Source: an optimization exercise on an open RTL-to-GDS flow (aim: small area). Production flows keep margins and buffers that such runs may drop.
Where RTL was checked, it was by simulation tests only, not by an equivalence proof against the original. The clock port is modelled as an ideal driver; clocking choices that lean on that would not hold on a real chip.

## pellet_tracker
module pellet_tracker (
  input  logic        clk,
  input  logic        rst_n,
  input  logic        frame_tick,
  input  logic        level_start,
  input  logic [9:0]  pm_xpos,
  input  logic [9:0]  pm_ypos,
  output logic [9:0]  rom_addr,
  input  logic [1:0]  rom_pellet,
  output logic        busy,
  output logic        eat_pulse,
  output logic [15:0] score,
  output logic [9:0]  pellets_left,
  output logic        level_clear,
  output logic        power_active
);
clock: 10.0 ns
lec_check: 0
abc_area: 1
cap_margin: 20
core_margin: 2
core_utilization: 65
cts_buf_list: sky130_fd_sc_hd__clkbuf_16
cts_cluster_diameter: 60
cts_cluster_size: 30
gpl_timing_driven: 0
place_density: 0.75
setup_slack_margin: 0.15
slew_margin: 20
synth_hierarchical: 1
standard.sh (not shown) runs the stock make flow with config.mk's settings and CLKGATE_MAP_FILE= SYNTH_SCRIPT=/design/flow/synth_recipe.tcl, a recipe that flattens the netlist after the stock synthesis.
==> flow/flow/run.sh <==
#!/bin/bash
set -euo pipefail
CTS="-sink_clustering_enable -repair_clock_nets -dont_use_dummy_load -sink_clustering_size 30 -sink_clustering_max_diameter 60 -buf_list sky130_fd_sc_hd__clkbuf_16"
bash standard.sh "CTS_ARGS=$CTS" "REMOVE_ABC_BUFFERS=1" "BUFFER_PORTS_ARGS=-buffer_cell sky130_fd_sc_hd__buf_2" finish > flow_make.log 2>&1
==> next run, changes <==
--- a/flow/design.v
+++ b/flow/design.v
@@ -11,36 +11,35 @@
   localparam int N_GROUPS     = 6;
   localparam int N_TRIPS      = 11;    
   typedef enum logic [1:0] {CELL_NONE = 2'b00, CELL_PELLET = 2'b01, CELL_POWER = 2'b10} cell_t;
   typedef enum logic [1:0] {INIT, IDLE, RD, EAT} state_t;
 endpackage
 module pellet_ram (
   input  logic       clk,
-  input  logic       we,
   input  logic [3:0] trip,
   input  logic [2:0] grp,
   input  logic       pol,
   input  logic [7:0] wd,
   output logic [7:0] rd
 );
   localparam int NT = pacman_pkg::N_TRIPS - 1;   
   localparam int NR = NT * pacman_pkg::N_GROUPS + 2;
   logic [NR-1:0][7:0] tap;
   logic [NR-1:0] hot;
   logic [7:0] wdx, rdx;
   assign wdx = wd ^ {8{pol}};
-  logic [NR-1:0] sel, keep;
-  pellet_dec #(.NT(NT), .NR(NR)) u_dec (.we(we), .trip(trip), .grp(grp), .hot(hot), .sel(sel), .keep(keep));
+  logic [NR-1:0] keep;
+  pellet_dec #(.NT(NT), .NR(NR)) u_dec (.trip(trip), .grp(grp), .hot(hot), .keep(keep));
   for (genvar r = 0; r < NR; r++) begin : g_ring
     localparam int T = r < NT * pacman_pkg::N_GROUPS ? r / pacman_pkg::N_GROUPS : NT;
     localparam int G = r < NT * pacman_pkg::N_GROUPS ? r % pacman_pkg::N_GROUPS : r - NT * pacman_pkg::N_GROUPS;
     localparam int W = T < NT && G == 0 ? 5 : 8;
     logic [W-1:0] a, b, c;
     always_ff @(posedge clk) begin
-      a <= ~((c | {W{sel[r]}}) & (wdx[W-1:0] | {W{keep[r]}}));   
+      a <= ~((c | {W{hot[r]}}) & (wdx[W-1:0] | {W{keep[r]}}));   
       b <= a;
       c <= b;
     end
     if (W == 8) begin : g_w8
       assign tap[r] = c;
     end else begin : g_w5
       assign tap[r] = {{(8 - W){pol}}, c};   
@@ -52,23 +51,20 @@
   end
   assign rd = rdx ^ {8{pol}};
 endmodule
 module pellet_dec #(
   parameter int NT = 10,
   parameter int NR = 62
 ) (
-  input  logic          we,
   input  logic [3:0]    trip,
   input  logic [2:0]    grp,
   output logic [NR-1:0] hot,
-  output logic [NR-1:0] sel,
   output logic [NR-1:0] keep
 );
-  assign sel = {NR{we}} & hot;
-  assign keep = ~sel;
+  assign keep = ~hot;
   for (genvar r = 0; r < NR; r++) begin : g_hot
     localparam int T = r < NT * pacman_pkg::N_GROUPS ? r / pacman_pkg::N_GROUPS : NT;
     localparam int G = r < NT * pacman_pkg::N_GROUPS ? r % pacman_pkg::N_GROUPS : r - NT * pacman_pkg::N_GROUPS;
     if (T < NT) begin : g_col
       assign hot[r] = trip == 4'(T) && grp == 3'(G);
     end else begin : g_last
       assign hot[r] = trip == 4'(T) && (grp >= 3'd3) == (G == 1);
@@ -455,22 +451,21 @@
     endcase
   end
   assign look = state == pacman_pkg::IDLE && frame_tick && accept;
   logic [3:0] m_trip;
   logic [2:0] m_grp, m_pos;
   logic [7:0] m_rd, m_wd, m_new, pw;
   logic [1:0] digit, eat_digit, rom_cell;
-  logic m_we, tap_now, load_done, word_done;
+  logic tap_now, load_done, word_done;
   logic [7:0] word_in;
   assign m_trip = state == pacman_pkg::IDLE ? a_trip : trip;
   assign m_grp  = state == pacman_pkg::IDLE ? a_grp : grp;
   assign m_pos  = state == pacman_pkg::IDLE ? a_pos : pos;
   pellet_ram u_ram (
     .clk  (clk),
-    .we   (m_we),
     .pol  (pol),
     .trip (m_trip),
     .grp  (m_grp),
     .wd   (m_wd),
     .rd   (m_rd)
   );
   logic [9:0] dg;
@@ -483,25 +478,24 @@
       3'd3: begin digit = dg[3:2]; pw = 8'd3; end
       default: begin digit = dg[1:0]; pw = 8'd1; end
     endcase
   end
   logic [7:0] sub1, sub2;
   assign sub1 = m_rd - pw;
   assign sub2 = m_rd - {pw[6:0], 1'b0};
-  assign m_new = digit[1] ? sub2 : digit[0] ? sub1 : m_rd;
+  assign m_new = tap_now && digit[1] ? sub2 : tap_now && digit[0] ? sub1 : m_rd;
   assign tap_now = look ? a_when == 2'd0
                  : state == pacman_pkg::RD ? when == 2'd1
                  : state == pacman_pkg::EAT && when == 2'd2;
   assign rom_cell = rom_pellet == 2'b11 ? pacman_pkg::CELL_NONE : rom_pellet;
   assign word_in = 8'(acc) * 8'd3 + 8'(rom_cell);
   assign word_done = pos == 3'd4;
   assign load_done = word_done && trip == 4'd10 && grp == 3'd5;
   assign busy = state == pacman_pkg::INIT;
-  assign m_we = busy ? word_done : tap_now;
-  assign m_wd = busy ? word_in : m_new;
+  assign m_wd = busy ? (word_done ? word_in : m_rd) : m_new;
   assign eat_digit = state == pacman_pkg::EAT && when == 2'd2 ? digit : acc[1:0];
   logic hit, is_power;
   logic [16:0] sum;
   assign hit = eat_digit == pacman_pkg::CELL_PELLET || eat_digit == pacman_pkg::CELL_POWER;
   assign is_power = eat_digit == pacman_pkg::CELL_POWER;
   logic [16:0] sum_p, sum_x;
   assign sum_p = {1'b0, score} + 17'(pacman_pkg::PELLET_PTS);
Sequential cell count is unchanged.
Global-route usage shrinks by 2.2 points.
Critical path depth shrinks by 6.
Die area shrinks slightly.
Synthesized area shrinks slightly.
Setup slack loses 0.12 ns.
Routed wire length shrinks by a few percent.
No functional check of the RTL was part of the second run of this note.


Another version of the RTL of pellet_tracker (not shown whole).
Size: roughly 1500 flip-flops, ~66 I/O pins.
==> flow/config.mk <==
export PLATFORM = sky130hd
export DESIGN_NAME = pellet_tracker
export DESIGN_NICKNAME = pellet_tracker
export VERILOG_FILES = /design/flow/design.v
export SDC_FILE = /design/flow/constraint.sdc
export NUM_CORES = 4
export LEC_CHECK = 0
export ABC_AREA = 1
export CAP_MARGIN = 20
export CORE_MARGIN = 2
export CORE_UTILIZATION = 65
export CTS_BUF_LIST = sky130_fd_sc_hd__clkbuf_16
export CTS_CLUSTER_DIAMETER = 60
export CTS_CLUSTER_SIZE = 30
export GPL_TIMING_DRIVEN = 0
export PLACE_DENSITY = 0.75
export SETUP_SLACK_MARGIN = 0.15
export SLEW_MARGIN = 20
export SYNTH_HIERARCHICAL = 1
==> flow/constraint.sdc <==
create_clock -name core_clock -period 10.0 [get_ports {clk}]
set_input_delay 2.0000 -clock core_clock [delete_from_list [all_inputs] [get_ports {clk}]]
set_output_delay 2.0000 -clock core_clock [all_outputs]
set_load 0.01 [all_outputs]
==> flow/flow/run.sh <==
#!/bin/bash
set -euo pipefail
CTS="-sink_clustering_enable -repair_clock_nets -dont_use_dummy_load -sink_clustering_size 30 -sink_clustering_max_diameter 90 -buf_list sky130_fd_sc_hd__clkbuf_16"
bash standard.sh "CTS_ARGS=$CTS" "REMOVE_ABC_BUFFERS=1" "BUFFER_PORTS_ARGS=-buffer_cell sky130_fd_sc_hd__buf_2" finish > flow_make.log 2>&1
The baseline completed without violations.
Change:
--- a/flow/design.v
+++ b/flow/design.v
@@ -20,29 +20,32 @@
   input  logic [2:0] grp,
   input  logic       pol,
   input  logic [7:0] wd,
   output logic [7:0] rd
 );
   localparam int NT = pacman_pkg::N_TRIPS - 1;   
   localparam int NR = NT * pacman_pkg::N_GROUPS + 2;
   logic [NR-1:0][7:0] tap;
   logic [NR-1:0] hot;
-  logic [7:0] wdx, rdx;
-  assign wdx = wd ^ {8{pol}};
+  logic [7:0] rdx;
+  logic [3:0][7:0] wdq;
+  for (genvar q = 0; q < 4; q++) begin : g_quarter
+    pellet_pol u_pol (.wd(wd), .pol(pol), .wdx(wdq[q]));
+  end
   logic [NR-1:0] sel, keep;
   pellet_dec #(.NT(NT), .NR(NR)) u_dec (.we(we), .trip(trip), .grp(grp), .hot(hot), .sel(sel), .keep(keep));
   for (genvar r = 0; r < NR; r++) begin : g_ring
     localparam int T = r < NT * pacman_pkg::N_GROUPS ? r / pacman_pkg::N_GROUPS : NT;
     localparam int G = r < NT * pacman_pkg::N_GROUPS ? r % pacman_pkg::N_GROUPS : r - NT * pacman_pkg::N_GROUPS;
     localparam int W = T < NT && G == 0 ? 5 : 8;
     logic [W-1:0] a, b, c;
     always_ff @(posedge clk) begin
-      a <= ~((c | {W{sel[r]}}) & (wdx[W-1:0] | {W{keep[r]}}));   
+      a <= ~((c | {W{sel[r]}}) & (wdq[r / 16][W-1:0] | {W{keep[r]}}));   
       b <= a;
       c <= b;
     end
     if (W == 8) begin : g_w8
       assign tap[r] = c;
     end else begin : g_w5
       assign tap[r] = {{(8 - W){pol}}, c};   
     end
   end
@@ -69,18 +72,25 @@
     localparam int T = r < NT * pacman_pkg::N_GROUPS ? r / pacman_pkg::N_GROUPS : NT;
     localparam int G = r < NT * pacman_pkg::N_GROUPS ? r % pacman_pkg::N_GROUPS : r - NT * pacman_pkg::N_GROUPS;
     if (T < NT) begin : g_col
       assign hot[r] = trip == 4'(T) && grp == 3'(G);
     end else begin : g_last
       assign hot[r] = trip == 4'(T) && (grp >= 3'd3) == (G == 1);
     end
   end
 endmodule
+module pellet_pol (
+  input  logic [7:0] wd,
+  input  logic       pol,
+  output logic [7:0] wdx
+);
+  assign wdx = wd ^ {8{pol}};
+endmodule
 module pellet_tracker (
   input  logic        clk,
   input  logic        rst_n,
   input  logic        frame_tick,
   input  logic        level_start,
   input  logic [9:0]  pm_xpos,
   input  logic [9:0]  pm_ypos,
   output logic [9:0]  rom_addr,
   input  logic [1:0]  rom_pellet,
@@ -511,19 +521,20 @@
       pacman_pkg::INIT: if (load_done) state <= pacman_pkg::IDLE;
       pacman_pkg::IDLE: if (frame_tick && accept) state <= pacman_pkg::RD;
       pacman_pkg::RD:   state <= pacman_pkg::EAT;
       default:          state <= pacman_pkg::IDLE;
     endcase
   always_ff @(posedge clk)
     if (busy && pos == 3'd5) ph <= 2'd1;
     else ph <= ph == 2'd2 ? 2'd0 : ph + 2'd1;
   always_ff @(posedge clk)
-    if (ph == 2'd2) pol <= ~pol;
+    if (busy && pos == 3'd5) pol <= 1'b0;
+    else if (ph == 2'd2) pol <= ~pol;
   always_ff @(posedge clk or negedge rst_n)
     if (!rst_n) pos <= 3'd5;
     else if (level_start) pos <= 3'd5;
     else if (busy) begin
       if (pos == 3'd5 || (word_done && grp == 3'd5)) pos <= 3'd2;
       else if (word_done) pos <= 3'd0;
       else pos <= pos + 3'd1;
     end else if (state == pacman_pkg::IDLE) pos <= a_pos;
   always_ff @(posedge clk)
Effect: Area after synthesis came out higher by 0.94%. Final area shrinks by 1.2%. Setup slack degrades by 0.14 ns. Wire length is lower by 1.3%. Via count rises by 0.91%. Die area rose by 0.93%. Clock-buffer cell count is unchanged. Synthesized cell count came out higher by 2.7%. Final cell count went up by 1.6%. Hold slack improves by 0.023 ns. Sequential share of layout area is higher by 0.77 points. Critical path depth stays the same.
Function not checked in the first run of this note: the RTL went through the layout flow alone.


pellet_tracker, a different RTL version from the one above (not shown whole).
Size in the first run: roughly 4600 cells after synthesis, ~1500 flip-flops, ~66 I/O pins, ~0.044 sq mm of cells after synthesis.
==> module pellet_ram, before the edit <==
module pellet_ram (
  input  logic       clk,
  input  logic       we,
  input  logic [3:0] trip,
  input  logic [2:0] grp,
  input  logic       pol,
  input  logic [7:0] wd,
  output logic [7:0] rd
);
  localparam int NT = pacman_pkg::N_TRIPS - 1;   
  localparam int NR = NT * pacman_pkg::N_GROUPS + 2;
  logic [NR-1:0][7:0] tap;
  logic [NR-1:0] hot;
  logic [7:0] wdx, rdx;
  assign wdx = wd ^ {8{pol}};
  logic [NR-1:0] sel, keep;
  pellet_dec #(.NT(NT), .NR(NR)) u_dec (.we(we), .trip(trip), .grp(grp), .hot(hot), .sel(sel), .keep(keep));
  for (genvar r = 0; r < NR; r++) begin : g_ring
    localparam int T = r < NT * pacman_pkg::N_GROUPS ? r / pacman_pkg::N_GROUPS : NT;
    localparam int G = r < NT * pacman_pkg::N_GROUPS ? r % pacman_pkg::N_GROUPS : r - NT * pacman_pkg::N_GROUPS;
    localparam int W = T < NT && G == 0 ? 5 : 8;
    logic [W-1:0] a, b, c;
    always_ff @(posedge clk) begin
      a <= ~((c | {W{sel[r]}}) & (wdx[W-1:0] | {W{keep[r]}}));   
      b <= a;
      c <= b;
    end
    if (W == 8) begin : g_w8
      assign tap[r] = c;
    end else begin : g_w5
      assign tap[r] = {{(8 - W){pol}}, c};   
    end
  end
  always_comb begin
    rdx = '0;
    for (int i = 0; i < NR; i++) rdx = rdx | (tap[i] & {8{hot[i]}});
  end
  assign rd = rdx ^ {8{pol}};
endmodule
export LEC_CHECK = 0
export ABC_AREA = 1
export CAP_MARGIN = 20
export CORE_MARGIN = 2
export CORE_UTILIZATION = 65
export CTS_BUF_LIST = sky130_fd_sc_hd__clkbuf_16
export CTS_CLUSTER_DIAMETER = 60
export CTS_CLUSTER_SIZE = 30
export GPL_TIMING_DRIVEN = 0
export PLACE_DENSITY = 0.75
export SETUP_SLACK_MARGIN = 0.15
export SLEW_MARGIN = 20
export SYNTH_HIERARCHICAL = 1
create_clock -name core_clock -period 10.0 [get_ports {clk}]
Scripts as last shown in full above: flow/flow/run.sh
Next try:
--- a/flow/design.v
+++ b/flow/design.v
@@ -23,23 +23,26 @@
   output logic [7:0] rd
 );
   localparam int NT = pacman_pkg::N_TRIPS - 1;   
   localparam int NR = NT * pacman_pkg::N_GROUPS + 2;
   logic [NR-1:0][7:0] tap;
   logic [NR-1:0] hot;
-  logic [7:0] wdx, rdx;
-  assign wdx = wd ^ {8{pol}};
+  logic [7:0] rdx;
+  logic [3:0][7:0] wdq;
+  for (genvar q = 0; q < 4; q++) begin : g_quarter
+    pellet_pol u_pol (.wd(wd), .pol(pol), .wdx(wdq[q]));
+  end
   logic [NR-1:0] sel, keep;
   pellet_dec #(.NT(NT), .NR(NR)) u_dec (.we(we), .trip(trip), .grp(grp), .hot(hot), .sel(sel), .keep(keep));
   for (genvar r = 0; r < NR; r++) begin : g_ring
     localparam int T = r < NT * pacman_pkg::N_GROUPS ? r / pacman_pkg::N_GROUPS : NT;
     localparam int G = r < NT * pacman_pkg::N_GROUPS ? r % pacman_pkg::N_GROUPS : r - NT * pacman_pkg::N_GROUPS;
     localparam int W = T < NT && G == 0 ? 5 : 8;
     logic [W-1:0] a, b, c;
     always_ff @(posedge clk) begin
-      a <= ~((c | {W{sel[r]}}) & (wdx[W-1:0] | {W{keep[r]}}));   
+      a <= ~((c | {W{sel[r]}}) & (wdq[r / 16][W-1:0] | {W{keep[r]}}));   
       b <= a;
       c <= b;
     end
     if (W == 8) begin : g_w8
       assign tap[r] = c;
     end else begin : g_w5
@@ -72,12 +75,19 @@
       assign hot[r] = trip == 4'(T) && grp == 3'(G);
     end else begin : g_last
       assign hot[r] = trip == 4'(T) && (grp >= 3'd3) == (G == 1);
     end
   end
 endmodule
+module pellet_pol (
+  input  logic [7:0] wd,
+  input  logic       pol,
+  output logic [7:0] wdx
+);
+  assign wdx = wd ^ {8{pol}};
+endmodule
 module pellet_tracker (
   input  logic        clk,
   input  logic        rst_n,
   input  logic        frame_tick,
   input  logic        level_start,
   input  logic [9:0]  pm_xpos,
Outcome:
- global-route usage is higher by 0.11 points
- clock-buffer cell count is higher by 1
- cell area is lower by 0.89%
- clock skew is higher by 0.019 ns
- non-clock buffer count is lower by 28
- maximum frequency stays flat
- via count is higher by 1.2%
- wire length is higher by 1.6%
- utilization is lower by 1.7 points
- critical path depth is lower by 4
- worst setup slack gets worse by 0.020 ns
- die area is higher by 0.98%

-- port drivers added, routing unchanged --
In the flow no input, the clock included, has a driving cell. The finished layouts below were timed again as built, in two steps.
Step 1, drivers: a clkbuf_16 drives clk and a buf_2 each remaining input, both assumed.
Step 2 also shifts input and output timing later by t, the mid clock arrival at the registers, as if the neighbouring blocks saw the same clock.
a / b / c = ideal ports / drivers / drivers and shift; a / b = the first two.
run | t (ns) | slack for setup (ns) | worst setup path after step 2 | latest minus earliest clock arrival (ns) | worst data-port slew with drivers (ns)
the first run of note 1 | 0.650 | 0.719 / 0.751 / 0.101 | input to register | 0.130 / 0.130 | 0.03
the second run of note 1 | 0.677 | 0.604 / 0.647 / -0.030 | input to register | 0.095 / 0.095 | 0.05
the first run of note 2 | 0.691 | 0.633 / 0.637 / -0.053 | input to register | 0.103 / 0.103 | 0.07
the second run of note 2 | 0.685 | 0.493 / 0.532 / -0.153 | input to register | 0.081 / 0.081 | 0.04
the first run of note 3 | 0.702 | 0.810 / 0.851 / 0.149 | input to register | 0.064 / 0.064 | 0.05
the second run of note 3 | 0.693 | 0.790 / 0.821 / 0.128 | input to register | 0.082 / 0.082 | 0.06
Met with ideal ports but missed after step 2: setup timing in the second run of note 1, the first run of note 2 and the second run of note 2. For the first run of note 2, which loses most, drivers alone change the setup slack by +0.004 ns; drivers and shift together by -0.686 ns.
